Context: an optimization exercise on an open-source flow, tuned for small area. The choices shown serve that exercise and are no tape-out recipe. Function was checked by simulation only, so behaviour that the tests miss may differ from the original.

## run A
==> flow/design.v (excerpt) <==
module motion_overlay_chip (
    input  logic        clk,
    input  logic        reset,
    input  logic        pixel_de,
    input  logic [9:0]  pixel_x,
    input  logic [9:0]  pixel_y,
    input  logic        motion_flag,
    input  logic        shot_btn,
    input  logic [15:0] img_data,
    output logic [14:0] fb_addr,
    output logic [11:0] rgb
);
Size: about 1700 cells after synthesis, roughly 68 I/O pins, roughly 0.018 mm^2 of cells after synthesis.
==> module centroid_tracker, before the edit <==
module centroid_tracker (
    input  logic       clk,
    input  logic       reset,
    input  logic       active,
    input  logic       frame_end,
    input  logic [9:0] px,
    input  logic [8:0] py,
    input  logic       motion_flag,
    output logic [9:0] ncx,    
    output logic [8:0] ncy,
    output logic       motion_valid
);
    logic [18:0] count;
    logic        pend;
    logic        hit;
    logic [18:0] count_b;
    logic [18:0] count_n;
    logic        qr;
    logic        at1023;
    logic [19:0] ax, ay;
    logic [9:0]  qx;
    logic [8:0]  qy;
    assign hit     = active & motion_flag;
    assign count_b = count & {19{~pend}};
    rc_add #(.W(19), .WB(1)) u_add_n (.a(count_b), .b(1'b0), .ci(hit), .s(count_n));
    assign qr     = |count_b[18:10];
    assign at1023 = &count_b[9:0] & ~qr;
    always_ff @(posedge clk or posedge reset) begin
        if (reset)
            pend <= 1'b1;
        else
            pend <= frame_end;
    end
    always_ff @(posedge clk) begin
        count <= count_n;
    end
    mean_axis #(.XW(10)) u_mx (
        .clk(clk), .pend(pend), .hit(hit), .x(px & {10{hit}}),
        .count_n(count_n), .qr(qr), .conv(hit & at1023), .a(ax), .q(qx)
    );
    mean_axis #(.XW(9)) u_my (
        .clk(clk), .pend(pend), .hit(hit), .x(py & {9{hit}}),
        .count_n(count_n), .qr(qr), .conv(hit & at1023), .a(ay), .q(qy)
    );
    logic        qr_f;
    logic [19:0] num;
    logic [9:0]  quo;
    logic [9:0]  cx_f;
    logic [8:0]  cy_f;
    assign qr_f = |count[18:10];
    assign num  = pend ? ay : ax;
    small_div u_div (.num(num), .den(count[9:0]), .quo(quo));
    assign cx_f = qr_f ? qx : quo;
    assign cy_f = qr_f ? qy : quo[8:0];
    logic [8:0] ncy_q;
    always_ff @(posedge clk) begin
        if (frame_end) ncx <= ~cx_f;
        if (pend) ncy_q <= ~cy_f;
    end
    assign ncy = pend ? ~cy_f : ncy_q;
    always_ff @(posedge clk or posedge reset) begin
        if (reset)
            motion_valid <= 1'b0;
        else if (frame_end)
            motion_valid <= |count_b;
    end
endmodule
==> module mean_axis, before the edit <==
module mean_axis #(
    parameter int XW = 10
) (
    input  logic          clk,
    input  logic          pend,
    input  logic          hit,
    input  logic [XW-1:0] x,         
    input  logic [18:0]   count_n,   
    input  logic          qr,        
    input  logic          conv,      
    output logic [19:0]   a,
    output logic [XW-1:0] q
);
    logic [19:0]   a_b;
    logic [XW-1:0] q_b;
    logic [XW:0]   d;
    logic [19:0]   t;
    logic [19:0]   u;
    logic          sgn;
    logic          dec, inc;
    logic [XW-1:0] q_pm;
    logic [19:0]   a_n;
    logic [XW-1:0] q_n;
    assign a_b = a & {20{~pend}};
    assign q_b = q & {XW{~pend}};
    rc_addc #(.W(XW+1)) u_d (.a({1'b0, x}), .b(~{1'b0, q_b & {XW{hit}}}), .ci(1'b1), .s(d), .co());
    rc_addc #(.W(20)) u_t (.a(a_b), .b({{(19-XW){d[XW]}}, d}), .ci(1'b0), .s(t), .co());
    assign sgn = t[19];
    rc_addc #(.W(20)) u_u (.a(t), .b({1'b0, count_n} ^ {20{~sgn}}), .ci(~sgn), .s(u), .co());
    assign dec = qr & sgn;
    assign inc = qr & ~sgn & ~u[19];
    rc_addc #(.W(XW)) u_q (.a(q_b), .b({XW{dec}}), .ci(inc), .s(q_pm), .co());
    assign a_n = conv ? {10'd0, t[9:0]} : ((dec | inc) ? u : t);
    assign q_n = q_pm | (t[XW+9:10] & {XW{conv}});
    always_ff @(posedge clk) begin
        a <= a_n;
        q <= q_n;
    end
endmodule
==> module shot_recorder, before the edit <==
module shot_recorder #(
    parameter int SHOT_DEPTH = 6
) (
    input  logic                    clk,
    input  logic                    reset,
    input  logic                    shot_btn,
    input  logic [9:0]              ncx,
    input  logic [8:0]              ncy,
    input  logic                    motion_valid,
    output logic [SHOT_DEPTH-1:0]   sv,
    output logic [SHOT_DEPTH*10-1:0] sx,
    output logic [SHOT_DEPTH*9-1:0]  sy
);
    logic btn_meta;
    logic btn_sync;
    logic record;
    always_ff @(posedge clk or posedge reset) begin
        if (reset) begin
            btn_meta <= 1'b0;
            btn_sync <= 1'b0;
        end else begin
            btn_meta <= shot_btn;
            btn_sync <= btn_meta;
        end
    end
    assign record = btn_meta & ~btn_sync & motion_valid;
    always_ff @(posedge clk or posedge reset) begin
        if (reset)
            sv <= '0;
        else if (record)
            sv <= {sv[SHOT_DEPTH-2:0], 1'b1};
    end
    always_ff @(posedge clk) begin
        if (record) begin
            sx <= {sx[(SHOT_DEPTH-1)*10-1:0], ncx};
            sy <= {sy[(SHOT_DEPTH-1)*9-1:0], ncy};
        end
    end
endmodule
export LEC_CHECK = 0
export CAP_MARGIN = 20
export CORE_MARGIN = 2
export CORE_UTILIZATION = 40
export CTS_BUF_LIST = sky130_fd_sc_hd__clkbuf_8
export CTS_CLUSTER_DIAMETER = 60
export CTS_CLUSTER_SIZE = 12
export SLEW_MARGIN = 20
create_clock -name core_clock -period 100.0 [get_ports {clk}]
standard.sh (not shown) runs the stock make flow with config.mk's settings and CLKGATE_MAP_FILE= SYNTH_SCRIPT=/design/flow/synth_recipe.tcl, a recipe that flattens the netlist after the stock synthesis.
==> flow/flow/run.sh <==
#!/bin/bash
# Own layout flow: the standard flow, with three changes.
#  1. After the standard synthesis, the combinational logic between the
#     registers and adder cells is remapped for area: fapol2.py flips
#     full-adder cells to the polarity that needs the fewest inverters
#     (a full adder is self-dual), then yosys/ABC remaps the plain logic
#     (resynth.ys, resynth_s*.abc, best of four seeds by pick.py).  Registers, full-adder and tie cells are
#     kept as the standard synthesis made them (same instances, names, types).
#  2. Ports are buffered with buf_1 cells instead of clkdlybuf4s50_1.
#  3. A power-recovery (downsizing) pass runs after the placement resize.
# Each tool's output goes to a log file of its own in this folder.
set -euo pipefail
R=$PWD/orfs/results/${FLOW_PLATFORM}/motion_overlay_chip/base
ln -sf $FLOW_HOME/platforms/${FLOW_PLATFORM}/lib/sky130_fd_sc_hd__tt_025C_1v80.lib lib.lib
YOSYS=$FLOW_HOME/../tools/install/yosys/bin/yosys
[ -x "$YOSYS" ] || YOSYS=yosys
export BUFFER_PORTS_ARGS="-buffer_cell sky130_fd_sc_hd__buf_1"
export POST_RESIZE_TCL="$PWD/flow/post_resize.tcl"

# standard synthesis only
bash standard.sh $R/1_2_yosys.v > standard_synth.log 2>&1
cp $R/1_2_yosys.v std_1_2_yosys.v

python3 flow/fapol2.py std_1_2_yosys.v fapol_1_2_yosys.v --flex > fapol.log 2>&1
for sd in 0 1 2 3; do
  mkdir -p rs$sd/flow
  cp fapol_1_2_yosys.v rs$sd/
  cp flow/resynth_s$sd.abc rs$sd/flow/resynth.abc
  ln -sf ../lib.lib rs$sd/lib.lib
  ( cd rs$sd && $YOSYS -q -l resynth.log -s ../flow/resynth.ys > /dev/null 2>&1 \
      && $YOSYS -q -l resynth_check.log -s ../flow/resynth_check.ys > /dev/null 2>&1 ) &
done
wait
best=$(python3 flow/pick.py rs0 rs1 rs2 rs3 2> pick.log)
cp $best/resynth_1_2_yosys.v resynth_1_2_yosys.v
cp $best/resynth.log resynth.log
cp $best/resynth_check.log resynth_check.log
cp resynth_1_2_yosys.v $R/1_2_yosys.v
touch $R/1_2_yosys.v

# rest of the standard flow from the new netlist
bash standard.sh > standard.log 2>&1
Other scripts of this flow, unchanged in this note and not shown: flow/flow/fapol2.py, flow/flow/pick.py, flow/flow/post_resize.tcl, flow/flow/resynth.ys, flow/flow/resynth_check.ys, flow/flow/resynth_s0.abc, flow/flow/resynth_s1.abc, flow/flow/resynth_s2.abc, flow/flow/resynth_s3.abc
Modified inputs, run B compared to run A
diff --git a/flow/design.v b/flow/design.v
--- a/flow/design.v
+++ b/flow/design.v
@@ -103,9 +103,10 @@
     logic [18:0] count_b;
     logic [18:0] count_n;
     logic        qr;
     logic        at1023;
-    logic [19:0] ax, ay;
+    logic [19:0] ax;
+    logic [18:0] ay;
     logic [9:0]  qx;
     logic [8:0]  qy;
     assign hit     = active & motion_flag;
     assign count_b = count & {19{~pend}};
@@ -124,9 +125,9 @@
     mean_axis #(.XW(10)) u_mx (
         .clk(clk), .pend(pend), .hit(hit), .x(px & {10{hit}}),
         .count_n(count_n), .qr(qr), .conv(hit & at1023), .a(ax), .q(qx)
     );
-    mean_axis #(.XW(9)) u_my (
+    mean_axis #(.XW(9), .AW(19)) u_my (
         .clk(clk), .pend(pend), .hit(hit), .x(py & {9{hit}}),
         .count_n(count_n), .qr(qr), .conv(hit & at1023), .a(ay), .q(qy)
     );
     logic        qr_f;
@@ -134,9 +135,9 @@
     logic [9:0]  quo;
     logic [9:0]  cx_f;
     logic [8:0]  cy_f;
     assign qr_f = |count[18:10];
-    assign num  = pend ? ay : ax;
+    assign num  = pend ? {1'b0, ay} : ax;
     small_div u_div (.num(num), .den(count[9:0]), .quo(quo));
     assign cx_f = qr_f ? qx : quo;
     assign cy_f = qr_f ? qy : quo[8:0];
     logic [8:0] ncy_q;
@@ -152,21 +153,22 @@
             motion_valid <= |count_b;
     end
 endmodule
 module mean_axis #(
-    parameter int XW = 10
+    parameter int XW = 10,
+    parameter int AW = 20      
 ) (
     input  logic          clk,
     input  logic          pend,
     input  logic          hit,
     input  logic [XW-1:0] x,         
     input  logic [18:0]   count_n,   
     input  logic          qr,        
     input  logic          conv,      
-    output logic [19:0]   a,
+    output logic [AW-1:0] a,
     output logic [XW-1:0] q
 );
-    logic [19:0]   a_b;
+    logic [AW-1:0] a_b;
     logic [XW-1:0] q_b;
     logic [XW:0]   d;
     logic [19:0]   t;
     logic [19:0]   u;
@@ -174,21 +176,21 @@
     logic          dec, inc;
     logic [XW-1:0] q_pm;
     logic [19:0]   a_n;
     logic [XW-1:0] q_n;
-    assign a_b = a & {20{~pend}};
+    assign a_b = a & {AW{~pend}};
     assign q_b = q & {XW{~pend}};
     rc_addc #(.W(XW+1)) u_d (.a({1'b0, x}), .b(~{1'b0, q_b & {XW{hit}}}), .ci(1'b1), .s(d), .co());
-    rc_addc #(.W(20)) u_t (.a(a_b), .b({{(19-XW){d[XW]}}, d}), .ci(1'b0), .s(t), .co());
+    rc_addc #(.W(20)) u_t (.a(20'(a_b)), .b({{(19-XW){d[XW]}}, d}), .ci(1'b0), .s(t), .co());
     assign sgn = t[19];
     rc_addc #(.W(20)) u_u (.a(t), .b({1'b0, count_n} ^ {20{~sgn}}), .ci(~sgn), .s(u), .co());
     assign dec = qr & sgn;
     assign inc = qr & ~sgn & ~u[19];
     rc_addc #(.W(XW)) u_q (.a(q_b), .b({XW{dec}}), .ci(inc), .s(q_pm), .co());
     assign a_n = conv ? {10'd0, t[9:0]} : ((dec | inc) ? u : t);
     assign q_n = q_pm | (t[XW+9:10] & {XW{conv}});
     always_ff @(posedge clk) begin
-        a <= a_n;
+        a <= a_n[AW-1:0];
         q <= q_n;
     end
 endmodule
 module small_div (
@@ -237,13 +239,17 @@
             btn_sync <= btn_meta;
         end
     end
     assign record = btn_meta & ~btn_sync & motion_valid;
+    logic [2:0] nvalid;
     always_ff @(posedge clk or posedge reset) begin
         if (reset)
-            sv <= '0;
-        else if (record)
-            sv <= {sv[SHOT_DEPTH-2:0], 1'b1};
+            nvalid <= 3'd0;
+        else if (record && nvalid != 3'(SHOT_DEPTH))
+            nvalid <= nvalid + 3'd1;
+    end
+    for (genvar i = 0; i < SHOT_DEPTH; i++) begin : g_valid
+        assign sv[i] = nvalid > 3'(i);
     end
     always_ff @(posedge clk) begin
         if (record) begin
             sx <= {sx[(SHOT_DEPTH-1)*10-1:0], ncx};
[summary]
On run B: number of buffers and inverters on the critical path is about 20% higher than what run A gave.
Looking at slack of the worst reg-to-reg path, run B sits 1.75 ns higher than run A does.
Compared with run A, run B shows cell area that has gone down slightly.
Of run A and run B, run A shows the higher number of logic stages on the critical path including buffering, with run B below it.

-- separate check: timing with driven ports --
Ports are ideal in the flow. The routed layouts listed here were re-timed in OpenROAD.
Step 1: set_driving_cell puts a clkbuf_16 on clk and a buf_2 on each other input, an assumption about the parent block.
Step 2 adds t to the input delays and takes it off the output delays; t is the mean of the earliest and latest rising clock arrival at the registers after step 1. Input paths then give back, and output paths get back, about the clock's delay inside the block.
a / b / c = no drivers / after step 1 / after step 2; a / b = the first two.
| run | t (ns) | slack for setup (ns) | worst setup path after step 2 |
|---|---|---|---|
| run A | 0.604 | 22.168 / 22.115 / 22.719 | register to output |
| run B | 0.617 | 23.307 / 23.253 / 23.871 | register to output |
After both steps every run listed still meets setup and hold.
